Source: an optimization exercise on an open RTL-to-GDS flow (aim: a short achievable clock period and few clock cycles). Production flows keep margins and buffers that such runs may drop.
The RTL was checked by simulation tests, not by an equivalence proof against the original design.

==> design/flow/design.v <==
`default_nettype none
package kernel_pkg;
  localparam int DATA_W     = 8;    
  localparam int GROUP_SIZE = 4;    
  localparam int NUM_LANES  = 4;
  localparam int ADDR_W     = 10;
  localparam int ITER_W     = 8;
  localparam int READS_W    = 8;
  localparam int ACC_DEPTH  = 16;   
  localparam int ACC_W      = 2 * DATA_W + ITER_W;   
  localparam int SUM_W      = 23;   
  localparam int FIFO_DEPTH = 4;    
  localparam int IDX_W = $clog2(ACC_DEPTH);
  localparam int CNT_W = ITER_W + READS_W;   
  typedef logic signed [DATA_W-1:0]          data_t;
  typedef logic [GROUP_SIZE*DATA_W-1:0]     group_t;         
  typedef logic [NUM_LANES*DATA_W-1:0]      weight_word_t;   
  typedef logic [GROUP_SIZE*ACC_W-1:0]      acc_group_t;     
  typedef logic [ADDR_W-1:0]                 addr_t;
  typedef logic [ITER_W-1:0]                 iter_t;
  typedef logic [READS_W-1:0]                reads_t;
  typedef logic [IDX_W-1:0]                  idx_t;
  typedef logic [CNT_W-1:0]                  count_t;
endpackage
`default_nettype wire
`default_nettype none
module mem_reader #(
  parameter int WORD_W = 32,
  parameter int DEPTH  = kernel_pkg::FIFO_DEPTH
) (
  input  logic               clk,
  input  logic               arst_n,
  input  logic               configure,
  input  kernel_pkg::iter_t  outer,       
  input  kernel_pkg::reads_t inner,       
  input  kernel_pkg::addr_t  base,
  output kernel_pkg::addr_t  mem_addr,
  output logic               mem_read,
  input  logic               mem_valid,
  input  logic [WORD_W-1:0]  mem_data,
  output logic               out_valid,
  input  logic               out_pop,
  output logic [WORD_W-1:0]  out_data
);
  typedef kernel_pkg::addr_t  addr_t;
  typedef kernel_pkg::iter_t  iter_t;
  typedef kernel_pkg::reads_t reads_t;
  localparam int CW = $clog2(DEPTH + 1);
  iter_t           out_left;   
  reads_t          in_left;    
  reads_t          in_n;       
  logic            last_q;     
  logic            more_q;     
  addr_t           addr_q;     
  logic            outst;      
  logic            can_q;      
  logic            go_q;       
  logic [CW-1:0]   resv;       
  logic [CW-1:0]   held;       
  logic            stored;     
  logic [WORD_W-1:0] fifo [DEPTH];
  logic            issue, outst_nxt, can_nxt, more_nxt, wr, rd;
  logic [CW-1:0]   resv_nxt, held_nxt, wpos;
  assign issue     = go_q | (mem_valid & can_q);
  assign mem_read  = issue;
  assign mem_addr  = addr_q;
  assign out_valid = stored | mem_valid;
  assign out_data  = stored ? fifo[0] : mem_data;
  assign rd        = out_pop & stored;
  assign wr        = mem_valid & ~(out_pop & ~stored);
  assign held_nxt  = held + CW'(wr) - CW'(rd);
  assign wpos      = held - CW'(rd);    
  assign outst_nxt = issue | (outst & ~mem_valid);
  assign more_nxt  = more_q & ~(issue & last_q);
  assign resv_nxt  = resv + CW'(issue) - CW'(out_pop);
  assign can_nxt   = more_nxt && (resv_nxt < CW'(DEPTH));
  always_ff @(posedge clk or negedge arst_n) begin
    if (!arst_n) begin
      out_left <= '0;
      in_left  <= '0;
      in_n     <= '0;
      last_q   <= 1'b0;
      more_q   <= 1'b0;
      addr_q   <= '0;
      outst    <= 1'b0;
      can_q    <= 1'b0;
      go_q     <= 1'b0;
      resv     <= '0;
      held     <= '0;
      stored   <= 1'b0;
    end else if (configure) begin
      out_left <= outer - iter_t'(1);
      in_left  <= inner - reads_t'(1);
      in_n     <= inner - reads_t'(1);
      last_q   <= (outer == iter_t'(1)) && (inner == reads_t'(1));
      more_q   <= 1'b1;    
      addr_q   <= base;
      outst    <= 1'b0;
      can_q    <= 1'b1;
      go_q     <= 1'b1;
      resv     <= '0;
      held     <= '0;
      stored   <= 1'b0;
    end else begin
      more_q <= more_nxt;
      if (issue) begin
        if (in_left == '0) begin
          in_left  <= in_n;
          out_left <= out_left - iter_t'(1);
          last_q   <= (out_left == iter_t'(1)) && (in_n == '0);
        end else begin
          in_left  <= in_left - reads_t'(1);
          last_q   <= (out_left == '0) && (in_left == reads_t'(1));
        end
      end
      addr_q <= addr_q + addr_t'(issue);
      outst  <= outst_nxt;
      can_q  <= can_nxt;
      go_q   <= can_nxt & ~outst_nxt;
      resv   <= resv_nxt;
      held   <= held_nxt;
      stored <= (held_nxt != '0);
    end
  end
  always_ff @(posedge clk) begin
    for (int i = 0; i < DEPTH; i++) begin
      if (wr && wpos == CW'(i)) fifo[i] <= mem_data;
      else if (rd)              fifo[i] <= (i < DEPTH - 1) ? fifo[i+1] : fifo[i];
    end
  end
endmodule
`default_nettype wire
`default_nettype none
module distribute_in (
  input  logic                     clk,
  input  logic                     arst_n,
  input  logic                     configure,
  input  kernel_pkg::iter_t        num_iters,
  input  kernel_pkg::reads_t       num_reads_per_iter,
  input  logic                     act_valid,
  output logic                     act_pop,
  input  logic                     w_valid,
  output logic                     w_pop,
  input  kernel_pkg::weight_word_t w_data,
  output logic                     op_valid,        
  output logic                     op_first_iter,
  output logic                     op_last_iter,
  output logic                     op_wrap,         
  output logic [10*kernel_pkg::NUM_LANES-1:0] op_wp1,   
  output logic [10*kernel_pkg::NUM_LANES-1:0] op_wp2,   
  output logic [10*kernel_pkg::NUM_LANES-1:0] op_wn1,   
  output logic [10*kernel_pkg::NUM_LANES-1:0] op_wn2    
);
  typedef kernel_pkg::iter_t iter_t;
  typedef kernel_pkg::idx_t  idx_t;
  localparam int NUM_LANES = kernel_pkg::NUM_LANES;
  localparam int DATA_W    = kernel_pkg::DATA_W;
  idx_t  r_q, last_r_q;     
  iter_t it_q, last_it_q;   
  logic  first_q;           
  logic  last_q;            
  logic  wc_valid;          
  logic  fire, wrap, load;
  logic [10*NUM_LANES-1:0] wp1_d, wp2_d, wn1_d, wn2_d;
  assign fire          = act_valid & wc_valid;
  assign wrap          = (r_q == last_r_q);
  assign load          = w_valid & (~wc_valid | (fire & wrap));
  assign act_pop       = fire;
  assign w_pop         = load;
  assign op_valid      = fire;
  assign op_first_iter = first_q;
  assign op_last_iter  = last_q;
  assign op_wrap       = wrap;
  for (genvar l = 0; l < NUM_LANES; l++) begin : g_lane
    logic [9:0] w;
    assign w = {{2{w_data[l*DATA_W+DATA_W-1]}}, w_data[l*DATA_W +: DATA_W]};
    assign wp1_d[10*l +: 10] = w;
    assign wp2_d[10*l +: 10] = {w[8:0], 1'b0};
    assign wn1_d[10*l +: 10] = 10'd0 - w;
    assign wn2_d[10*l +: 10] = 10'd0 - {w[8:0], 1'b0};
  end
  always_ff @(posedge clk or negedge arst_n) begin
    if (!arst_n) begin
      r_q       <= '0;
      last_r_q  <= '0;
      it_q      <= '0;
      last_it_q <= '0;
      first_q   <= 1'b1;
      last_q    <= 1'b0;
      wc_valid  <= 1'b0;
    end else if (configure) begin
      r_q       <= '0;
      last_r_q  <= idx_t'(num_reads_per_iter - 8'd1);
      it_q      <= '0;
      last_it_q <= num_iters - iter_t'(1);
      first_q   <= 1'b1;
      last_q    <= (num_iters == iter_t'(1));
      wc_valid  <= 1'b0;
    end else begin
      wc_valid <= load | (wc_valid & ~(fire & wrap));
      if (fire) begin
        if (wrap) begin
          r_q     <= '0;
          it_q    <= it_q + iter_t'(1);
          first_q <= 1'b0;
          last_q  <= (it_q + iter_t'(1) == last_it_q);
        end else begin
          r_q <= r_q + idx_t'(1);
        end
      end
    end
  end
  always_ff @(posedge clk) begin
    if (load) begin
      op_wp1 <= wp1_d;
      op_wp2 <= wp2_d;
      op_wn1 <= wn1_d;
      op_wn2 <= wn2_d;
    end
  end
endmodule
`default_nettype wire
`default_nettype none
module mac_lane (
  input  logic                  clk,
  input  logic                  arst_n,
  input  logic [kernel_pkg::ACC_DEPTH-1:0] len_sel,   
  input  logic                  op_valid,
  input  kernel_pkg::group_t    op_act,
  input  logic [9:0]            op_wp1,    
  input  logic [9:0]            op_wp2,
  input  logic [9:0]            op_wn1,
  input  logic [9:0]            op_wn2,
  input  logic                  op_first_iter,
  input  logic                  op_last_iter,
  input  logic                  op_wrap,
  output logic                  res_valid,    
  output logic [kernel_pkg::GROUP_SIZE*kernel_pkg::SUM_W-1:0] res_sums,
  output logic [kernel_pkg::GROUP_SIZE*kernel_pkg::SUM_W-1:0] res_cs,    
  output logic [kernel_pkg::GROUP_SIZE*kernel_pkg::SUM_W-1:0] res_cc
);
  localparam int DATA_W     = kernel_pkg::DATA_W;
  localparam int GROUP_SIZE = kernel_pkg::GROUP_SIZE;
  localparam int SUM_W      = kernel_pkg::SUM_W;
  localparam int ACC_DEPTH  = kernel_pkg::ACC_DEPTH;
  localparam int GW         = GROUP_SIZE * SUM_W;
  logic                    s1_valid, s1_first, s1_last, s1_wrap;
  logic                    next_first;    
  logic [GW-1:0]           s1_ps, s1_pc, ps, pc;
  logic [GW-1:0] head;
  logic [GW-1:0] acc [1:ACC_DEPTH-1];
  logic [GW-1:0] sum;
  for (genvar g = 0; g < GROUP_SIZE; g++) begin : g_prod
    logic [DATA_W:0]  a;
    logic [SUM_W-1:0] pp [4];
    logic [SUM_W-1:0] s0, c0;
    assign a = {op_act[g*DATA_W +: DATA_W], 1'b0};
    for (genvar j = 0; j < 4; j++) begin : g_pp
      logic b0, b1, b2;    
      logic [9:0] m;
      assign b0 = a[2*j];
      assign b1 = a[2*j+1];
      assign b2 = a[2*j+2];
      assign m = ({10{~b2 & (b1 ^ b0)}} & op_wp1) | ({10{~b2 & b1 & b0}} & op_wp2) |
                 ({10{ b2 & (b1 ^ b0)}} & op_wn1) | ({10{ b2 & ~b1 & ~b0}} & op_wn2);
      assign pp[j] = SUM_W'({{(SUM_W-10){m[9]}}, m} << (2*j));
    end
    assign s0 = pp[0] ^ pp[1] ^ pp[2];
    assign c0 = ((pp[0] & pp[1]) | (pp[0] & pp[2]) | (pp[1] & pp[2])) << 1;
    assign ps[g*SUM_W +: SUM_W] = s0 ^ c0 ^ pp[3];
    assign pc[g*SUM_W +: SUM_W] = ((s0 & c0) | (s0 & pp[3]) | (c0 & pp[3])) << 1;
  end
  for (genvar g = 0; g < GROUP_SIZE; g++) begin : g_sum
    logic [SUM_W-1:0] t, x, y, cs, cc;
    assign t  = head[g*SUM_W +: SUM_W];
    assign x  = s1_ps[g*SUM_W +: SUM_W];
    assign y  = s1_pc[g*SUM_W +: SUM_W];
    assign cs = t ^ x ^ y;
    assign cc = ((t & x) | (t & y) | (x & y)) << 1;
    assign sum[g*SUM_W +: SUM_W] = cs + cc;
    assign res_cs[g*SUM_W +: SUM_W] = cs;
    assign res_cc[g*SUM_W +: SUM_W] = cc;
  end
  assign next_first = (s1_first & ~s1_wrap) | (s1_last & s1_wrap);
  assign res_valid  = s1_valid & s1_last;
  assign res_sums  = sum;
  always_ff @(posedge clk or negedge arst_n) begin
    if (!arst_n) begin
      s1_valid <= 1'b0;
      head     <= '0;
    end else begin
      s1_valid <= op_valid;
      if (s1_valid) head <= next_first ? '0 : len_sel[0] ? sum : acc[1];
    end
  end
  always_ff @(posedge clk) begin
    s1_ps    <= ps;
    s1_pc    <= pc;
    s1_first <= op_first_iter;
    s1_last  <= op_last_iter;
    s1_wrap  <= op_wrap;
    if (s1_valid) begin
      for (int k = 1; k < ACC_DEPTH - 1; k++)
        acc[k] <= len_sel[k] ? sum : acc[k+1];
      acc[ACC_DEPTH-1] <= sum;
    end
  end
endmodule
`default_nettype wire
`default_nettype none
module result_writer (
  input  logic               clk,
  input  logic               arst_n,
  input  logic               configure,
  input  kernel_pkg::addr_t  write_address,
  input  kernel_pkg::data_t  min_clip,
  input  kernel_pkg::data_t  max_clip,
  input  logic               res_valid,
  input  logic [kernel_pkg::GROUP_SIZE*kernel_pkg::SUM_W-1:0] res_sums,
  input  logic [kernel_pkg::GROUP_SIZE*kernel_pkg::SUM_W-1:0] res_cs,    
  input  logic [kernel_pkg::GROUP_SIZE*kernel_pkg::SUM_W-1:0] res_cc,
  output kernel_pkg::group_t data_out,
  output kernel_pkg::addr_t  addr_out,
  output logic               valid_out
);
  localparam int DATA_W     = kernel_pkg::DATA_W;
  localparam int GROUP_SIZE = kernel_pkg::GROUP_SIZE;
  localparam int SUM_W      = kernel_pkg::SUM_W;
  typedef kernel_pkg::data_t  data_t;
  typedef kernel_pkg::group_t group_t;
  typedef kernel_pkg::addr_t  addr_t;
  addr_t  next_q;
  data_t  min_q, max_q;
  group_t clip;
  for (genvar g = 0; g < GROUP_SIZE; g++) begin : g_clip
    localparam int W = SUM_W;    
    logic [W-1:0] x, y, lo, hi, u0, v0, u1, v1, d0, d1;
    assign x  = res_cs[g*SUM_W +: SUM_W];
    assign y  = res_cc[g*SUM_W +: SUM_W];
    assign lo = W'($signed(min_q));
    assign hi = W'($signed(max_q));
    assign u0 = x ^ y ^ ~lo;
    assign v0 = ((x & y) | (x & ~lo) | (y & ~lo)) << 1;
    assign d0 = u0 + v0 + W'(1);
    assign u1 = hi ^ ~x ^ ~y;
    assign v1 = ((hi & ~x) | (hi & ~y) | (~x & ~y)) << 1;
    assign d1 = u1 + v1 + W'(2);
    assign clip[g*DATA_W +: DATA_W] = d0[W-1] ? min_q :
                                      d1[W-1] ? max_q : res_sums[g*SUM_W +: DATA_W];
  end
  always_ff @(posedge clk or negedge arst_n) begin
    if (!arst_n) begin
      next_q    <= '0;
      min_q     <= '0;
      max_q     <= '0;
      valid_out <= 1'b0;
    end else begin
      if (configure) begin
        next_q <= write_address;
        min_q  <= min_clip;
        max_q  <= max_clip;
      end else if (res_valid) begin
        next_q <= next_q + addr_t'(1);
      end
      valid_out <= res_valid;
    end
  end
  always_ff @(posedge clk) begin
    data_out <= clip;
    addr_out <= next_q;
  end
endmodule
`default_nettype wire
`default_nettype none
module rtlinf_kernel (
  input  logic         clk,
  input  logic         arst_n,
  input  logic         configure,
  input  logic [kernel_pkg::ITER_W-1:0]  num_iters,
  input  logic [kernel_pkg::READS_W-1:0] num_reads_per_iter,
  input  logic [kernel_pkg::ADDR_W-1:0]  read_address,
  input  logic [kernel_pkg::ADDR_W-1:0]  write_address,
  input  logic [kernel_pkg::DATA_W-1:0]  min_clip,
  input  logic [kernel_pkg::DATA_W-1:0]  max_clip,
  output logic [kernel_pkg::ADDR_W-1:0]       act_addr,
  output logic                    act_read,
  input  logic [kernel_pkg::GROUP_SIZE*kernel_pkg::DATA_W-1:0] act_data,
  input  logic               act_valid,
  output logic [kernel_pkg::ADDR_W-1:0]       weight_addr,
  output logic                    weight_read,
  input  logic [kernel_pkg::NUM_LANES*kernel_pkg::DATA_W-1:0]  weight_data,
  input  logic               weight_valid,
  output logic [kernel_pkg::NUM_LANES*kernel_pkg::GROUP_SIZE*kernel_pkg::DATA_W-1:0] data_out,   
  output logic [kernel_pkg::NUM_LANES*kernel_pkg::ADDR_W-1:0]            addr_out,   
  output logic [kernel_pkg::NUM_LANES-1:0]                   valid_out
);
  localparam int DATA_W     = kernel_pkg::DATA_W;
  localparam int GROUP_SIZE = kernel_pkg::GROUP_SIZE;
  localparam int NUM_LANES  = kernel_pkg::NUM_LANES;
  localparam int ADDR_W     = kernel_pkg::ADDR_W;
  localparam int ACC_DEPTH  = kernel_pkg::ACC_DEPTH;
  localparam int SUM_W      = kernel_pkg::SUM_W;
  typedef kernel_pkg::group_t       group_t;
  typedef kernel_pkg::weight_word_t weight_word_t;
  logic         rd_act_valid, rd_act_pop;
  group_t       rd_act_data;
  logic         rd_w_valid, rd_w_pop;
  weight_word_t rd_w_data;
  logic         op_valid, op_first, op_last, op_wrap;
  logic [10*NUM_LANES-1:0] op_wp1, op_wp2, op_wn1, op_wn2;
  logic [ACC_DEPTH-1:0] len_sel;    
  logic [NUM_LANES-1:0]            res_valid;
  logic [GROUP_SIZE*SUM_W-1:0]     res_sums [NUM_LANES];
  logic [GROUP_SIZE*SUM_W-1:0]     res_cs [NUM_LANES];
  logic [GROUP_SIZE*SUM_W-1:0]     res_cc [NUM_LANES];
  always_ff @(posedge clk or negedge arst_n) begin
    if (!arst_n) len_sel <= '0;
    else if (configure)
      for (int k = 0; k < ACC_DEPTH; k++)
        len_sel[k] <= (num_reads_per_iter == kernel_pkg::READS_W'(k + 1));
  end
  mem_reader #(.WORD_W(GROUP_SIZE*DATA_W)) u_act_reader (
    .clk, .arst_n, .configure,
    .outer     (num_iters),
    .inner     (num_reads_per_iter),
    .base      (read_address),
    .mem_addr  (act_addr),
    .mem_read  (act_read),
    .mem_valid (act_valid),
    .mem_data  (act_data),
    .out_valid (rd_act_valid),
    .out_pop   (rd_act_pop),
    .out_data  (rd_act_data)
  );
  mem_reader #(.WORD_W(NUM_LANES*DATA_W)) u_w_reader (
    .clk, .arst_n, .configure,
    .outer     (num_iters),   
    .inner     (kernel_pkg::reads_t'(1)),
    .base      (read_address),
    .mem_addr  (weight_addr),
    .mem_read  (weight_read),
    .mem_valid (weight_valid),
    .mem_data  (weight_data),
    .out_valid (rd_w_valid),
    .out_pop   (rd_w_pop),
    .out_data  (rd_w_data)
  );
  distribute_in u_dist (
    .clk, .arst_n, .configure, .num_iters, .num_reads_per_iter,
    .act_valid     (rd_act_valid),
    .act_pop       (rd_act_pop),
    .w_valid       (rd_w_valid),
    .w_pop         (rd_w_pop),
    .w_data        (rd_w_data),
    .op_valid      (op_valid),
    .op_wp1        (op_wp1),
    .op_wp2        (op_wp2),
    .op_wn1        (op_wn1),
    .op_wn2        (op_wn2),
    .op_first_iter (op_first),
    .op_last_iter  (op_last),
    .op_wrap       (op_wrap)
  );
  for (genvar l = 0; l < NUM_LANES; l++) begin : g_lane
    mac_lane u_mac (
      .clk, .arst_n,
      .len_sel       (len_sel),
      .op_valid      (op_valid),
      .op_act        (rd_act_data),
      .op_wp1        (op_wp1[10*l +: 10]),
      .op_wp2        (op_wp2[10*l +: 10]),
      .op_wn1        (op_wn1[10*l +: 10]),
      .op_wn2        (op_wn2[10*l +: 10]),
      .op_first_iter (op_first),
      .op_last_iter  (op_last),
      .op_wrap       (op_wrap),
      .res_valid     (res_valid[l]),
      .res_sums      (res_sums[l]),
      .res_cs        (res_cs[l]),
      .res_cc        (res_cc[l])
    );
    result_writer u_wr (
      .clk, .arst_n, .configure, .write_address, .min_clip, .max_clip,
      .res_valid (res_valid[l]),
      .res_sums  (res_sums[l]),
      .res_cs    (res_cs[l]),
      .res_cc    (res_cc[l]),
      .data_out  (data_out[l*GROUP_SIZE*DATA_W +: GROUP_SIZE*DATA_W]),
      .addr_out  (addr_out[l*ADDR_W +: ADDR_W]),
      .valid_out (valid_out[l])
    );
  end
endmodule
`default_nettype wire
==> design/flow/run.sh <==
#!/bin/bash
# synth_recipe.tcl (not shown) runs the flow's synth.tcl, then flattens the netlist and writes it again
# the make line also repeats each setting of config.mk as NAME=value (left out here)
make -C /OpenROAD-flow-scripts/flow DESIGN_CONFIG=/design/flow/config.mk WORK_HOME=/design/flow/orfs CLKGATE_MAP_FILE= SYNTH_SCRIPT=/design/flow/synth_recipe.tcl finish
==> design/flow/config.mk <==
export PLATFORM = sky130hd
export DESIGN_NAME = rtlinf_kernel
export DESIGN_NICKNAME = rtlinf_kernel
export VERILOG_FILES = /design/flow/design.v
export SDC_FILE = /design/flow/constraint.sdc
export NUM_CORES = 4
export LEC_CHECK = 0
export ABC_CLOCK_PERIOD_IN_PS = 1000
export CAP_MARGIN = 20
export CORE_MARGIN = 2
export CORE_UTILIZATION = 40
export SETUP_SLACK_MARGIN = 4.8
export SLEW_MARGIN = 20
export TNS_END_PERCENT = 5
==> design/flow/constraint.sdc <==
create_clock -name core_clock -period 9.0 [get_ports {clk}]
set_input_delay 1.8000 -clock core_clock [delete_from_list [all_inputs] [get_ports {clk}]]
set_output_delay 1.8000 -clock core_clock [all_outputs]
set_load 0.01 [all_outputs]
==> results_dict.tcl, run 1 <==
set metrics [dict create \
    outcome "no timing/DRC/antenna violations" \
    final_util 0.454 \
    yosysSeqAreaShare 0.554 \
    required_ns 10.04 \
    crit_path_top_delay_cell "nand2_1" \
    dieArea_sq_mm 0.919 \
    grt_pass1_vias 222000 \
    tightestPinTransition_ns 1.25 \
    grt_overflow 0 \
    final_max_slew_viol_count 0 \
    yosysMostFrequentCell "edfxtp_1" \
    slowest_delay_ns 0.70 \
    max_cap_violations 0 \
    reg2reg_to "g_lane[3].u_wr.data_out[28]" \
    cts_tree "built" \
    drtPass1Iterations 7 \
    finalCriticalPeriod_ns 4.66 \
    core_area_sq_mm 0.908 \
    syn2layout_area_growth_pct 13.1 \
    worstSetupStartpointType "input pin" \
    synth_area_sq_mm 0.364 \
    start_util 0.401 \
    finalCritPeriodShare 0.518 \
    ys_ff_latch 7023 \
    setup_viol 0 \
    finalHoldViolations 0 \
    synth.area.top_cells "edfxtp_1, mux2_2, fa_1, ha_1, dfrtp_1" \
    io_pins 315 \
    drc 0 \
    reg2reg_setup_slack_ns 4.41 \
    wirelength_mm 1070 \
    cts_sinks 7023 \
    worstHoldStart "u_dist.last_q" \
    cts_buffers 747 \
    hold_path.class "reg -> reg" \
    htree_levels 6 \
    worstSetupPathType "in -> reg" \
    fin_hold_ws_ns 0.373 \
    synth_cell_types 96 \
    postSynthAreaPerCell_sq_um 13.8 \
    rsz0062_at_grt "yes" \
    synth_nets 29400 \
    antenna_found_initial 107 \
    synth_top_cell_by_area "edfxtp_1" \
    vias_per_cell 5.61 \
    drtAntennaViolNets 0 \
    ys.warnings.count 14 \
    syn_inst 26500 \
    worst_ep_arrival_time_ns 5.70 \
    fin_nets 29600 \
    rr_startpoint "g_lane[3].u_mac.s1_pc[80]" \
    drt-wirelength-per-cell_microns 27.1 \
    grt_pass1_wl_mm 1560 \
    critPathCaptureType "flip-flop" \
    synth.top_cell.area_share 0.481 \
    hold_path_depth 0 \
    fin_area_sq_mm 0.412 \
    r2r_cells 15 \
    via_count 222000 \
    rows 350 \
    die_w_microns 959 \
    path_cells "clkdlybuf4s50_1 > mux2i_4 > buf_4 > and2_1 > buf_4 > nand2_1 > nand2_1 > a22o_1 > fa_1 > ha_1" \
    fin_setup_tns_ns 0 \
    holdPathEnd "g_lane[3].u_mac.s1_last" \
    drtIter0Drc 23600 \
    place.port_buffers 314 \
    placed_cells 37900 \
    grt_start_max_net_pins 205 \
    grt_usage 0.227 \
    dp_hpwl_mm 682 \
    layout-drive-gt1-share 0.260 \
    critPathMaxFanout 34 \
    path_clk_slew_ns 0.06 \
    async_reset_ff_frac 0.0780 \
    slew_headroom 0.164 \
    cts_root_buf "clkbuf_16" \
    clk_latency_ns 1.20 \
    timing.critical_path.buf_inv 3 \
    stdcell_count 39500 \
    max_clock_freq_mhz 215 \
    synth_flop_cell "edfxtp_1" \
    synth_edf_count 5840 \
    skew_ns 0.102 \
    clk_path_buf_depth 4 \
    die_y_microns 959 \
    crit_family "buffers and inverters" \
    synth_common_cells "edfxtp_1, mux2_2, inv_1" \
    gp_congestion 0.927 \
    place_area_sq_mm 0.383 \
]
## area by class of cell
cell class | instances | area (sq um)
repair buffers | 1161 | 11300
inverters | 1774 | 6830
clock buffers | 986 | 20100
flip-flops and latches | 7023 | 202000
repair inverters | 4 | 50.0
diodes | 87 | 218
fillers | 80800 | 496000
well taps | 12100 | 15200
multi-input cells | 16000 | 152000
clock inverters | 400 | 4690
## metal layers
metal  track usage  share of wire  vias up  wire [microns]
met5      0.000514        0.00026        -             284
met1         0.313           0.43   115000          456000
li1              -              -    97100               -
met3        0.0406          0.073     2024           78300
met2         0.357           0.45     7720          486000
met4        0.0920          0.048       32           50900
## registers in the layout (all words and copies together), names as in the netlist, 40 cells and up
register	cells
g_lane.u_mac.acc	5520
g_lane.u_mac.s1_pc	208
g_lane.u_wr.addr_out	40
g_lane.u_wr.data_out	128
g_lane.u_mac.head	368
g_lane.u_wr.next_q	40
u_w_reader.fifo	128
g_lane.u_mac.s1_ps	256
u_act_reader.fifo	128
## through the flow
stage	worst slack (ns)
2_1_floorplan	-28.88
3_3_place_gp	2.57
3_5_place_dp	2.58
4_1_cts	4.49
5_1_grt	4.32
6_report	4.34
## placed cells by master (no fill, tap or decap), types with 489 or more instances in the layout
master and instances:
o21ai_0 489, fa_1 1248, buf_4 697, mux2i_1 772
inv_1 1722, nand2_1 782, mux2_2 4637, ha_1 1533
a21oi_1 1585, dfxtp_1 571, nor2_1 1434, clkbuf_16 751
dfrtp_1 516, edfxtp_1 5840
## cells by family (layout without fill, tap and decap cells)
group           after synthesis  count (layout)  share of synthesized area
xor+xnor                    617             617                     0.0151
flops                      7023            7023                      0.554
other cells                   0              87                          0
fa+ha+maj                  2832            2832                      0.123
compound gates             3837            3837                     0.0667
buf+inv                    3501            4325                     0.0362
simple gates               3182            3182                     0.0385
mux                        5485            5485                      0.167
## worst max path at each step
stage / startpoint / endpoint / cells past startpoint
2_1_floorplan: g_lane[3].u_mac.s1_valid / g_lane[0].u_mac.acc[10][0] / 0
3_3_place_gp: g_lane[1].u_wr.max_q[4] / g_lane[1].u_wr.data_out[4] / 14
3_5_place_dp: g_lane[1].u_wr.max_q[4] / g_lane[1].u_wr.data_out[4] / 14
4_1_cts: g_lane[3].u_mac.s1_valid / g_lane[2].u_mac.acc[8][46] / 5
5_1_grt: g_lane[3].u_mac.s1_pc[80] / g_lane[3].u_wr.data_out[28] / 15
6_report: act_data[11] / g_lane[2].u_mac.s1_ps[28] / 10
## timing repair
action                                  in CTS  in global routing
endpoints found under the setup margin    2397               3150
buffers inserted                           153                 22
pin swaps                                   95                 24
gates resized for setup                    364                 68
gates cloned                                18                  3
hold buffers                                 0                  0
Testbench counts, summed over its fixed seeds: cycles 77,884.
==> run 2: changes to the inputs <==
--- a/design/flow/design.v
+++ b/design/flow/design.v
@@ -26,7 +26,8 @@
 `default_nettype none
 module mem_reader #(
   parameter int WORD_W = 32,
-  parameter int DEPTH  = kernel_pkg::FIFO_DEPTH
+  parameter int DEPTH  = kernel_pkg::FIFO_DEPTH,
+  parameter bit SHIFT  = 1'b1
 ) (
   input  logic               clk,
   input  logic               arst_n,
@@ -46,6 +47,7 @@
   typedef kernel_pkg::iter_t  iter_t;
   typedef kernel_pkg::reads_t reads_t;
   localparam int CW = $clog2(DEPTH + 1);
+  localparam int PW = $clog2(DEPTH);
   iter_t           out_left;   
   reads_t          in_left;    
   reads_t          in_n;       
@@ -59,13 +61,14 @@
   logic [CW-1:0]   held;       
   logic            stored;     
   logic [WORD_W-1:0] fifo [DEPTH];
+  logic [PW-1:0]   wp, rp;     
   logic            issue, outst_nxt, can_nxt, more_nxt, wr, rd;
   logic [CW-1:0]   resv_nxt, held_nxt, wpos;
   assign issue     = go_q | (mem_valid & can_q);
   assign mem_read  = issue;
   assign mem_addr  = addr_q;
   assign out_valid = stored | mem_valid;
-  assign out_data  = stored ? fifo[0] : mem_data;
+  assign out_data  = stored ? fifo[SHIFT ? PW'(0) : rp] : mem_data;
   assign rd        = out_pop & stored;
   assign wr        = mem_valid & ~(out_pop & ~stored);
   assign held_nxt  = held + CW'(wr) - CW'(rd);
@@ -88,6 +91,8 @@
       resv     <= '0;
       held     <= '0;
       stored   <= 1'b0;
+      wp       <= '0;
+      rp       <= '0;
     end else if (configure) begin
       out_left <= outer - iter_t'(1);
       in_left  <= inner - reads_t'(1);
@@ -101,6 +106,8 @@
       resv     <= '0;
       held     <= '0;
       stored   <= 1'b0;
+      wp       <= '0;
+      rp       <= '0;
     end else begin
       more_q <= more_nxt;
       if (issue) begin
@@ -120,12 +127,20 @@
       resv   <= resv_nxt;
       held   <= held_nxt;
       stored <= (held_nxt != '0);
+      if (wr) wp <= wp + PW'(1);
+      if (rd) rp <= rp + PW'(1);
     end
   end
-  always_ff @(posedge clk) begin
-    for (int i = 0; i < DEPTH; i++) begin
-      if (wr && wpos == CW'(i)) fifo[i] <= mem_data;
-      else if (rd)              fifo[i] <= (i < DEPTH - 1) ? fifo[i+1] : fifo[i];
+  if (SHIFT) begin : g_shift
+    always_ff @(posedge clk) begin
+      for (int i = 0; i < DEPTH; i++) begin
+        if (wr && wpos == CW'(i)) fifo[i] <= mem_data;
+        else if (rd)              fifo[i] <= (i < DEPTH - 1) ? fifo[i+1] : fifo[i];
+      end
+    end
+  end else begin : g_ring
+    always_ff @(posedge clk) begin
+      if (wr) fifo[wp] <= mem_data;
     end
   end
 endmodule
@@ -235,7 +250,6 @@
   input  logic                  op_last_iter,
   input  logic                  op_wrap,
   output logic                  res_valid,    
-  output logic [kernel_pkg::GROUP_SIZE*kernel_pkg::SUM_W-1:0] res_sums,
   output logic [kernel_pkg::GROUP_SIZE*kernel_pkg::SUM_W-1:0] res_cs,    
   output logic [kernel_pkg::GROUP_SIZE*kernel_pkg::SUM_W-1:0] res_cc
 );
@@ -246,63 +260,71 @@
   localparam int GW         = GROUP_SIZE * SUM_W;
   logic                    s1_valid, s1_first, s1_last, s1_wrap;
   logic                    next_first;    
-  logic [GW-1:0]           s1_ps, s1_pc, ps, pc;
-  logic [GW-1:0] head;
-  logic [GW-1:0] acc [1:ACC_DEPTH-1];
-  logic [GW-1:0] sum;
+  logic [GROUP_SIZE*40-1:0] s1_pp, pp;    
+  logic [GW-1:0] head_s, head_c;
+  logic [GW-1:0] acc_s [1:ACC_DEPTH-1];
+  logic [GW-1:0] acc_c [1:ACC_DEPTH-1];
+  logic [GW-1:0] sum_s, sum_c;
   for (genvar g = 0; g < GROUP_SIZE; g++) begin : g_prod
     logic [DATA_W:0]  a;
-    logic [SUM_W-1:0] pp [4];
-    logic [SUM_W-1:0] s0, c0;
     assign a = {op_act[g*DATA_W +: DATA_W], 1'b0};
     for (genvar j = 0; j < 4; j++) begin : g_pp
       logic b0, b1, b2;    
-      logic [9:0] m;
       assign b0 = a[2*j];
       assign b1 = a[2*j+1];
       assign b2 = a[2*j+2];
-      assign m = ({10{~b2 & (b1 ^ b0)}} & op_wp1) | ({10{~b2 & b1 & b0}} & op_wp2) |
-                 ({10{ b2 & (b1 ^ b0)}} & op_wn1) | ({10{ b2 & ~b1 & ~b0}} & op_wn2);
-      assign pp[j] = SUM_W'({{(SUM_W-10){m[9]}}, m} << (2*j));
-    end
-    assign s0 = pp[0] ^ pp[1] ^ pp[2];
-    assign c0 = ((pp[0] & pp[1]) | (pp[0] & pp[2]) | (pp[1] & pp[2])) << 1;
-    assign ps[g*SUM_W +: SUM_W] = s0 ^ c0 ^ pp[3];
-    assign pc[g*SUM_W +: SUM_W] = ((s0 & c0) | (s0 & pp[3]) | (c0 & pp[3])) << 1;
+      assign pp[40*g+10*j +: 10] =
+        ({10{~b2 & (b1 ^ b0)}} & op_wp1) | ({10{~b2 & b1 & b0}} & op_wp2) |
+        ({10{ b2 & (b1 ^ b0)}} & op_wn1) | ({10{ b2 & ~b1 & ~b0}} & op_wn2);
+    end
   end
   for (genvar g = 0; g < GROUP_SIZE; g++) begin : g_sum
-    logic [SUM_W-1:0] t, x, y, cs, cc;
-    assign t  = head[g*SUM_W +: SUM_W];
-    assign x  = s1_ps[g*SUM_W +: SUM_W];
-    assign y  = s1_pc[g*SUM_W +: SUM_W];
-    assign cs = t ^ x ^ y;
-    assign cc = ((t & x) | (t & y) | (x & y)) << 1;
-    assign sum[g*SUM_W +: SUM_W] = cs + cc;
-    assign res_cs[g*SUM_W +: SUM_W] = cs;
-    assign res_cc[g*SUM_W +: SUM_W] = cc;
+    logic [SUM_W-1:0] hs, hc, p [4], u0, v0, u1, v1, u2, v2;
+    assign hs = head_s[g*SUM_W +: SUM_W];
+    assign hc = head_c[g*SUM_W +: SUM_W];
+    for (genvar j = 0; j < 4; j++) begin : g_row
+      logic [9:0] m;
+      assign m    = s1_pp[40*g+10*j +: 10];
+      assign p[j] = SUM_W'({{(SUM_W-10){m[9]}}, m} << (2*j));
+    end
+    assign u0 = hs ^ hc ^ p[0];
+    assign v0 = ((hs & hc) | (hs & p[0]) | (hc & p[0])) << 1;
+    assign u1 = p[1] ^ p[2] ^ p[3];
+    assign v1 = ((p[1] & p[2]) | (p[1] & p[3]) | (p[2] & p[3])) << 1;
+    assign u2 = u0 ^ v0 ^ u1;
+    assign v2 = ((u0 & v0) | (u0 & u1) | (v0 & u1)) << 1;
+    assign sum_s[g*SUM_W +: SUM_W] = u2 ^ v2 ^ v1;
+    assign sum_c[g*SUM_W +: SUM_W] = ((u2 & v2) | (u2 & v1) | (v2 & v1)) << 1;
   end
   assign next_first = (s1_first & ~s1_wrap) | (s1_last & s1_wrap);
   assign res_valid  = s1_valid & s1_last;
-  assign res_sums  = sum;
+  assign res_cs     = sum_s;
+  assign res_cc     = sum_c;
   always_ff @(posedge clk or negedge arst_n) begin
     if (!arst_n) begin
       s1_valid <= 1'b0;
-      head     <= '0;
+      head_s   <= '0;
+      head_c   <= '0;
     end else begin
       s1_valid <= op_valid;
-      if (s1_valid) head <= next_first ? '0 : len_sel[0] ? sum : acc[1];
+      if (s1_valid) begin
+        head_s <= next_first ? '0 : len_sel[0] ? sum_s : acc_s[1];
+        head_c <= next_first ? '0 : len_sel[0] ? sum_c : acc_c[1];
+      end
     end
   end
   always_ff @(posedge clk) begin
-    s1_ps    <= ps;
-    s1_pc    <= pc;
+    s1_pp    <= pp;
     s1_first <= op_first_iter;
     s1_last  <= op_last_iter;
     s1_wrap  <= op_wrap;
     if (s1_valid) begin
-      for (int k = 1; k < ACC_DEPTH - 1; k++)
-        acc[k] <= len_sel[k] ? sum : acc[k+1];
-      acc[ACC_DEPTH-1] <= sum;
+      for (int k = 1; k < ACC_DEPTH - 1; k++) begin
+        acc_s[k] <= len_sel[k] ? sum_s : acc_s[k+1];
+        acc_c[k] <= len_sel[k] ? sum_c : acc_c[k+1];
+      end
+      acc_s[ACC_DEPTH-1] <= sum_s;
+      acc_c[ACC_DEPTH-1] <= sum_c;
     end
   end
 endmodule
@@ -316,7 +338,6 @@
   input  kernel_pkg::data_t  min_clip,
   input  kernel_pkg::data_t  max_clip,
   input  logic               res_valid,
-  input  logic [kernel_pkg::GROUP_SIZE*kernel_pkg::SUM_W-1:0] res_sums,
   input  logic [kernel_pkg::GROUP_SIZE*kernel_pkg::SUM_W-1:0] res_cs,    
   input  logic [kernel_pkg::GROUP_SIZE*kernel_pkg::SUM_W-1:0] res_cc,
   output kernel_pkg::group_t data_out,
@@ -326,46 +347,65 @@
   localparam int DATA_W     = kernel_pkg::DATA_W;
   localparam int GROUP_SIZE = kernel_pkg::GROUP_SIZE;
   localparam int SUM_W      = kernel_pkg::SUM_W;
+  localparam int GW         = GROUP_SIZE * SUM_W;
   typedef kernel_pkg::data_t  data_t;
   typedef kernel_pkg::group_t group_t;
   typedef kernel_pkg::addr_t  addr_t;
   addr_t  next_q;
   data_t  min_q, max_q;
   group_t clip;
-  for (genvar g = 0; g < GROUP_SIZE; g++) begin : g_clip
-    localparam int W = SUM_W;    
-    logic [W-1:0] x, y, lo, hi, u0, v0, u1, v1, d0, d1;
+  logic                   r_valid;
+  logic [GW-1:0]          r_a0, r_b0, r_a1, r_b1;
+  logic [GROUP_SIZE*DATA_W-1:0] r_ls, r_lc;
+  logic [GW-1:0]          a0, b0, a1, b1;
+  for (genvar g = 0; g < GROUP_SIZE; g++) begin : g_diff
+    logic [SUM_W-1:0] x, y, lo, hi;
     assign x  = res_cs[g*SUM_W +: SUM_W];
     assign y  = res_cc[g*SUM_W +: SUM_W];
-    assign lo = W'($signed(min_q));
-    assign hi = W'($signed(max_q));
-    assign u0 = x ^ y ^ ~lo;
-    assign v0 = ((x & y) | (x & ~lo) | (y & ~lo)) << 1;
-    assign d0 = u0 + v0 + W'(1);
-    assign u1 = hi ^ ~x ^ ~y;
-    assign v1 = ((hi & ~x) | (hi & ~y) | (~x & ~y)) << 1;
-    assign d1 = u1 + v1 + W'(2);
-    assign clip[g*DATA_W +: DATA_W] = d0[W-1] ? min_q :
-                                      d1[W-1] ? max_q : res_sums[g*SUM_W +: DATA_W];
+    assign lo = SUM_W'($signed(min_q));
+    assign hi = SUM_W'($signed(max_q));
+    assign a0[g*SUM_W +: SUM_W] = x ^ y ^ ~lo;
+    assign b0[g*SUM_W +: SUM_W] = (((x & y) | (x & ~lo) | (y & ~lo)) << 1) | SUM_W'(1);
+    assign a1[g*SUM_W +: SUM_W] = hi ^ ~x ^ ~y;
+    assign b1[g*SUM_W +: SUM_W] = (((hi & ~x) | (hi & ~y) | (~x & ~y)) << 1) | SUM_W'(1);
+  end
+  for (genvar g = 0; g < GROUP_SIZE; g++) begin : g_clip
+    logic [SUM_W-1:0]  d0, d1;
+    logic [DATA_W-1:0] low;
+    assign d0  = r_a0[g*SUM_W +: SUM_W] + r_b0[g*SUM_W +: SUM_W];
+    assign d1  = r_a1[g*SUM_W +: SUM_W] + r_b1[g*SUM_W +: SUM_W];
+    assign low = r_ls[g*DATA_W +: DATA_W] + r_lc[g*DATA_W +: DATA_W];
+    assign clip[g*DATA_W +: DATA_W] = d0[SUM_W-1] ? min_q :
+                                      d1[SUM_W-1] ? max_q : low;
   end
   always_ff @(posedge clk or negedge arst_n) begin
     if (!arst_n) begin
       next_q    <= '0;
       min_q     <= '0;
       max_q     <= '0;
+      r_valid   <= 1'b0;
       valid_out <= 1'b0;
     end else begin
       if (configure) begin
         next_q <= write_address;
         min_q  <= min_clip;
         max_q  <= max_clip;
-      end else if (res_valid) begin
+      end else if (r_valid) begin
         next_q <= next_q + addr_t'(1);
       end
-      valid_out <= res_valid;
+      r_valid   <= res_valid;
+      valid_out <= r_valid;
     end
   end
   always_ff @(posedge clk) begin
+    r_a0 <= a0;
+    r_b0 <= b0;
+    r_a1 <= a1;
+    r_b1 <= b1;
+    for (int g = 0; g < GROUP_SIZE; g++) begin
+      r_ls[g*DATA_W +: DATA_W] <= res_cs[g*SUM_W +: DATA_W];
+      r_lc[g*DATA_W +: DATA_W] <= res_cc[g*SUM_W +: DATA_W];
+    end
     data_out <= clip;
     addr_out <= next_q;
   end
@@ -410,7 +450,6 @@
   logic [10*NUM_LANES-1:0] op_wp1, op_wp2, op_wn1, op_wn2;
   logic [ACC_DEPTH-1:0] len_sel;    
   logic [NUM_LANES-1:0]            res_valid;
-  logic [GROUP_SIZE*SUM_W-1:0]     res_sums [NUM_LANES];
   logic [GROUP_SIZE*SUM_W-1:0]     res_cs [NUM_LANES];
   logic [GROUP_SIZE*SUM_W-1:0]     res_cc [NUM_LANES];
   always_ff @(posedge clk or negedge arst_n) begin
@@ -432,7 +471,7 @@
     .out_pop   (rd_act_pop),
     .out_data  (rd_act_data)
   );
-  mem_reader #(.WORD_W(NUM_LANES*DATA_W)) u_w_reader (
+  mem_reader #(.WORD_W(NUM_LANES*DATA_W), .SHIFT(1'b0)) u_w_reader (
     .clk, .arst_n, .configure,
     .outer     (num_iters),   
     .inner     (kernel_pkg::reads_t'(1)),
@@ -475,14 +514,12 @@
       .op_last_iter  (op_last),
       .op_wrap       (op_wrap),
       .res_valid     (res_valid[l]),
-      .res_sums      (res_sums[l]),
       .res_cs        (res_cs[l]),
       .res_cc        (res_cc[l])
     );
     result_writer u_wr (
       .clk, .arst_n, .configure, .write_address, .min_clip, .max_clip,
       .res_valid (res_valid[l]),
-      .res_sums  (res_sums[l]),
       .res_cs    (res_cs[l]),
       .res_cc    (res_cc[l]),
       .data_out  (data_out[l*GROUP_SIZE*DATA_W +: GROUP_SIZE*DATA_W]),
--- a/design/flow/config.mk
+++ b/design/flow/config.mk
@@ -8,7 +8,7 @@
 export ABC_CLOCK_PERIOD_IN_PS = 1000
 export CAP_MARGIN = 20
 export CORE_MARGIN = 2
-export CORE_UTILIZATION = 40
-export SETUP_SLACK_MARGIN = 4.8
+export CORE_UTILIZATION = 60
+export SETUP_SLACK_MARGIN = 4.9
 export SLEW_MARGIN = 20
-export TNS_END_PERCENT = 5
+export TNS_END_PERCENT = 20
==> run 2 against run 1 <==
Net effect: synthesized cell count up 60%; first-iteration DRC count up 69%; core utilization up 21 points; synthesized area up 64%; die area up 9.6%; routed wire length up 49%; critical path depth down 6; global-route usage up 8.6 points; clock skew down 0.0095 ns.
==> results_dict.tcl, run 2 <==
set metrics [dict create \
    num-fill-cells 71900 \
    yosysSeqAreaShare 0.651 \
    tightestPinTransition_ns 1.28 \
    synth_edf_count 10600 \
    critPathMaxFanout 2 \
    yosysMostFrequentCell "edfxtp_1" \
    seq_area_sq_mm 0.391 \
    wirelength_mm 1600 \
    synth_cell_types 79 \
    synth-xor-area-share 0.00654 \
    drtIter0Drc 39900 \
    drc 0 \
    timing.critical_path.buf_inv 3 \
    slowest_delay_ns 0.23 \
    rows 367 \
    synth_top_cell_by_area "edfxtp_1" \
    path_cells "buf_12 > a21oi_4 > clkinvlp_4 > buf_6" \
    clk_path_buf_depth 6 \
    final_util 0.665 \
    reg2reg_setup_slack_ns 4.73 \
    rr_startpoint "g_lane[3].u_mac.s1_valid" \
    synth_top_family_by_area "multiplexers" \
    fin_nets 44500 \
    largest_reg_flops 5520 \
    outcome "no timing/DRC/antenna violations" \
    crit_family "buffers and inverters" \
    fin_setup_tns_ns 0 \
    mostFrequentLayoutCell "edfxtp_1" \
    via_count 343000 \
    synth.area.top_cells "edfxtp_1, mux2_2, dfxtp_1, fa_1, a21oi_1" \
    vias_per_cell 6.10 \
    drtPass1Iterations 7 \
    layout-drive-gt1-share 0.209 \
    crit_cells 4 \
    clk_latency_ns 1.41 \
    max_cap_violations 0 \
    grt_pass1_vias 337000 \
    slew_headroom 0.146 \
    start_util 0.601 \
    multiInputGateArea_sq_mm 0.187 \
    rsz0062_at_grt "yes" \
    layout_common_cells "edfxtp_1, mux2_2, a21oi_1" \
    die_y_mm 1.00 \
    drt-wirelength-per-cell_microns 28.4 \
    grt_start_max_net_pins 201 \
    finalCriticalPeriod_ns 4.31 \
    crit_path_end "act_read" \
    synthMuxAreaShare 0.126 \
    synth_common_cells "edfxtp_1, mux2_2, a21oi_1" \
    htree_levels 7 \
    syn_inst 42300 \
    worst_ep_arrival_time_ns 2.51 \
    synth-simple-area-share 0.0368 \
    dieArea_sq_mm 1.01 \
    antenna_found_initial 148 \
    postSynthAreaPerCell_sq_um 14.2 \
    die_w_mm 1.00 \
    grt_usage 0.313 \
    synth_nets 45200 \
    max_clock_freq_mhz 232 \
    finalCritPeriodShare 0.479 \
    setup_viol 0 \
    grt_pass1_wl_mm 2320 \
    required_ns 7.20 \
    drtAntennaViolNets 0 \
    critPathLaunch "act_valid" \
    ys.warnings.count 15 \
    path_clk_slew_ns 0.06 \
    synthAdderAreaFrac 0.0775 \
    syn2layout_area_growth_pct 10.6 \
    dp_hpwl_mm 968 \
    synth.top_cell.area_share 0.533 \
    synth_area_sq_mm 0.600 \
    grt_overflow 0 \
    final_max_slew_viol_count 0 \
    hold_path.class "in -> async" \
    skew_ns 0.0924 \
    crit_path_top_delay_cell "clkinvlp_4" \
    place.port_buffers 314 \
    cts_tree "built" \
    gp_congestion 0.903 \
    core_area_sq_mm 0.997 \
    ys_ff_latch 14000 \
    worstSetupStartpointType "input pin" \
    reg.largest.list "g_lane.u_mac.acc_s (5520), g_lane.u_mac.acc_c (4800), g_lane.u_mac.s1_pp (640)" \
    synth_flop_cell "edfxtp_1" \
    cts_sinks 14000 \
    reg2reg_to "g_lane[2].u_mac.acc_c[6][63]" \
    cts_root_buf "clkbuf_16" \
    critPathCaptureType "output port" \
    synth_compound_area_frac 0.0632 \
    finalHoldViolations 0 \
    io_pins 315 \
    async_reset_ff_frac 0.0625 \
    worstSetupPathType "in -> out" \
    cts_buffers 1499 \
    hold_buffers 0 \
    regMostFlops "g_lane.u_mac.acc_s" \
    r2r_cells 3 \
]
[run 2: kinds of logic (layout without fill, tap and decap cells)]
kind of cell,Yosys count,count (layout)
buffers and inverters,6130,6609
muxes,6765,6767
and+or+nand+nor,5617,5618
other,0,120
adders and majority gates,2705,2705
DFF,14000,14000
AOI/OAI and AO/OA,6733,6733
xor gates and xnor gates,420,420
[run 2: what timing repair did]
item	4_1_cts	5_1_grt
endpoints found under the hold margin	0	0
resized for setup	42	56
setup buffers	5	14
pin swaps	3	3
setup endpoints to repair	564	2172
gates cloned	3	0
[run 2: through the flow]
step / std cells / setup WS (ns) / hold slack [ns] / cell area (sq um)
finish: 56200 / 4.69 / 0.349 / 663000
global route: 56200 / 4.69 / 0.349 / 663000
floorplan: 42300 / -61.15 / 0.348 / 600000
CTS: 56100 / 4.63 / 0.377 / 662000
global placement: 53400 / 2.67 / 0.360 / 614000
detailed placement: 53400 / 2.62 / 0.363 / 615000
[run 2: worst min path at each step]
stage | to | from | slack (ns) | cells after the start
finish | g_lane[3].u_mac.head_c[64] | arst_n | 0.35 | 1
global route | g_lane[3].u_mac.head_c[64] | arst_n | 0.35 | 1
CTS | g_lane[3].u_mac.s1_last | u_dist.last_q | 0.38 | 0
detailed placement | g_lane[3].u_mac.s1_last | u_dist.last_q | 0.36 | 0
global placement | g_lane[3].u_mac.s1_last | u_dist.last_q | 0.36 | 0
floorplan | g_lane[3].u_mac.s1_last | u_dist.last_q | 0.35 | 0
[run 2: final cells by class]
cell class,instances,share of cell area
flip-flops and latches,14000,0.589
multi-input cells,22200,0.281
clock buffers,2180,0.0651
well taps,13300,0.0251
inverters,2902,0.0166
repair buffers,1018,0.0154
clock inverters,509,0.00652
diodes,120,0.000453
[run 2: routing by layer]
metal,routed length [microns],track usage,vias to the layer above
met5,439,0,-
met4,71500,0.125,68
met3,136000,0.0662,2820
met2,736000,0.488,13000
met1,652000,0.437,177000
li1,-,-,150000
Testbench counts of run 2, summed over its fixed seeds: cycles 78,012.
==> run 3: changes to the inputs <==
--- a/design/flow/config.mk
+++ b/design/flow/config.mk
@@ -8,7 +8,7 @@
 export ABC_CLOCK_PERIOD_IN_PS = 1000
 export CAP_MARGIN = 20
 export CORE_MARGIN = 2
-export CORE_UTILIZATION = 60
+export CORE_UTILIZATION = 45
 export SETUP_SLACK_MARGIN = 4.9
 export SLEW_MARGIN = 20
 export TNS_END_PERCENT = 20
==> run 3 against run 2 <==
Net effect: still clean; non-clock buffer count rose by 23; clock-buffer cell count rose by 15; routed wire length rose by 3.8%; worst hold slack improved by 0.033 ns; critical path depth rose by 1; synthesized area did not move; sequential cell count did not move; core utilization fell by 16 points; highest routed layer unchanged.
==> results_dict.tcl, run 3 <==
set metrics [dict create \
    outcome "no timing/DRC/antenna violations" \
    gp_congestion 0.878 \
    r2r_cells 7 \
    setup_viol 0 \
    layout_common_cells "edfxtp_1, mux2_2, a21oi_1" \
    dp_hpwl_mm 1000 \
    worstSetupPathType "in -> out" \
    tightestPinTransition_ns 1.27 \
    synth_flop_cell "edfxtp_1" \
    worstHoldStart "u_dist.last_q" \
    yosysMostFrequentCell "edfxtp_1" \
    synth_nets 45200 \
    synth_cell_types 79 \
    worst_ep_arrival_time_ns 2.45 \
    grt_pass1_wl_mm 2400 \
    synth.area.top_cells "edfxtp_1, mux2_2, dfxtp_1, fa_1, a21oi_1" \
    synth_edf_count 10600 \
    worstSetupStartpointType "input pin" \
    synth.top_cell.area_share 0.533 \
    async_reset_ff_frac 0.0625 \
    drtIter0Drc 37800 \
    grt_overflow 0 \
    dieArea_sq_mm 1.34 \
    place.port_buffers 314 \
    mostFrequentLayoutCell "edfxtp_1" \
    final_util 0.504 \
    critPathCaptureType "output port" \
    start_util 0.451 \
    required_ns 7.20 \
    fin_nets 44500 \
    reg.largest.list "g_lane.u_mac.acc_s (5520), g_lane.u_mac.acc_c (4800), g_lane.u_mac.s1_pp (640)" \
    postSynthAreaPerCell_sq_um 14.2 \
    ys.warnings.count 15 \
    reg2reg_setup_slack_ns 4.76 \
    via_count 344000 \
    holdPathEnd "g_lane[3].u_mac.s1_last" \
    hold_path.class "reg -> reg" \
    reg2reg_to "g_lane[3].u_mac.s1_pp[149]" \
    ys_ff_latch 14000 \
    clk_path_buf_depth 6 \
    rr_startpoint "u_act_reader.stored" \
    vias_per_cell 5.65 \
    synth_top_cell_by_area "edfxtp_1" \
    layout-drive-gt1-share 0.212 \
    core_area_sq_mm 1.33 \
    rsz0062_at_grt "yes" \
    hold_path_depth 0 \
    hold_buffers 0 \
    fin_setup_tns_ns 0 \
    slew_headroom 0.150 \
    path_clk_slew_ns 0.05 \
    skew_ns 0.104 \
    max_clock_freq_mhz 235 \
    final_max_slew_viol_count 0 \
    io_pins 315 \
    regMostFlops "g_lane.u_mac.acc_s" \
    clk_latency_ns 1.33 \
    critPathMaxFanout 2 \
    die_w_mm 1.16 \
    die_y_mm 1.16 \
    drtPass1Iterations 8 \
    grt_start_max_net_pins 190 \
    finalCritPeriodShare 0.473 \
    max_cap_violations 0 \
    largest_reg_flops 5520 \
    drc 0 \
    synth_area_sq_mm 0.600 \
    synth_common_cells "edfxtp_1, mux2_2, a21oi_1" \
    finalHoldViolations 0 \
    syn2layout_area_growth_pct 12.0 \
    antenna_found_initial 192 \
    finalCriticalPeriod_ns 4.25 \
    cts_buffers 1554 \
    yosysSeqAreaShare 0.651 \
    syn_inst 42300 \
    cts_sinks 14000 \
    cts_tree "built" \
    cts_root_buf "clkbuf_16" \
    grt_usage 0.242 \
    drtAntennaViolNets 0 \
    wirelength_mm 1660 \
    drt-wirelength-per-cell_microns 27.2 \
    rows 424 \
    htree_levels 7 \
    grt_pass1_vias 341000 \
]
run 3: cell types whose count changed in the layout (fill, tap and decap cells not counted), sizes merged, moves of 3 or more:
| cell | before | now |
|---|---|---|
| buf | 709 | 731 |
| clkdlybuf4s50 | 300 | 278 |
| inv | 2902 | 2938 |
| dlygate4sd2 | 4 | 20 |
| clkbuf | 2181 | 2197 |
| bufinv | 73 | 101 |
| clkdlybuf4s15 | 0 | 3 |
| clkinv | 413 | 441 |
| clkinvlp | 23 | 46 |
| diode | 120 | 211 |
| dlymetal6s2s | 4 | 7 |
run 3: final cells by class:
class / count / area (sq um)
inverters: 2902 / 11000
diodes: 211 / 528
multi-input cells: 22200 / 187000
clock inverters: 624 / 5820
well taps: 17700 / 22100
repair buffers: 1041 / 10400
flip-flops and latches: 14000 / 391000
clock buffers: 2195 / 44000
fillers: 112000 / 659000
run 3: how the worst max path moves through the flow:
stage | startpoint | end | cells past startpoint
CTS | act_valid | act_read | 5
floorplan | g_lane[3].u_mac.s1_valid | g_lane[0].u_mac.acc_c[10][10] | 0
detailed placement | act_valid | u_act_reader.fifo[2][23] | 6
global placement | act_valid | u_act_reader.fifo[2][24] | 6
global route | act_valid | act_read | 5
finish | act_valid | act_read | 5
run 3: worst max-delay path, stage by stage:
cell        delay (ns)
buf_12            0.11
a21oi_4           0.12
buf_6             0.12
clkinvlp_4        0.14
buf_6             0.16
run 3: repair_timing:
item / in CTS / in global routing
gates resized for setup: 107 / 42
cloned: 1 / 0
endpoints found under the setup margin: 2298 / 619
setup buffers: 4 / 12
pin swaps: 2 / 3
run 3: per-stage QoR:
stage	instances	hold WS, ns	area [sq um]	setup slack (ns)
after detailed placement	57800	0.373	620000	2.73
final	60900	0.382	671000	4.75
after global routing	60800	0.347	671000	4.74
after floorplan	42300	0.348	600000	-61.15
after CTS	60600	0.322	670000	4.65
after global placement	57800	0.361	620000	2.68
run 3: metal layers:
layer | part of all wire | wire length (microns) | GRT usage | up-vias
li1 | - | - | - | 150000
met1 | 0.42 | 689000 | 0.332 | 179000
met2 | 0.46 | 761000 | 0.380 | 12300
met3 | 0.077 | 128000 | 0.0449 | 3010
met4 | 0.047 | 78200 | 0.101 | 64
met5 | 0.00025 | 421 | 0 | -
run 3: kinds of logic after synthesis:
logic type | count (synthesis) | synth area share
buf+inv | 6130 | 0.0385
flops | 14000 | 0.651
fa+ha+maj | 2705 | 0.0775
compound gates | 6733 | 0.0632
simple gates | 5617 | 0.0368
xor+xnor | 420 | 0.00654
mux | 6765 | 0.126

## port drivers added, routing unchanged
No port has a modelled driver above. Below, the same layouts with a new extraction and two added sets of constraints.
Step 1, drivers: a clkbuf_16 drives clk and a buf_2 each remaining input, both assumed.
Step 2 moves the port delays by t, midway between the first and last clock arrival at a register: inputs arrive t later, outputs are due t later. That takes back most of the time a late clock gives input paths.
a / b / c = no drivers / after step 1 / after step 2; a / b = the first two.
run | t, ns | setup slack, ns | worst setup path after step 2 | worst register clock-pin slew, ns | worst data-port slew with drivers (ns)
run 1 | 1.313 | 4.339 / 4.296 / 2.983 | input to register | 0.07 / 0.07 | 0.35
run 2 | 1.470 | 4.687 / 4.598 / 3.160 | input to register | 0.07 / 0.07 | 0.58
run 3 | 1.460 | 4.747 / 4.674 / 3.428 | input to register | 0.07 / 0.07 | 0.59
After both steps every run listed still meets setup and hold. The setup slack of run 2, which loses most, moves by -0.089 ns with the drivers and by -1.527 ns with both steps.
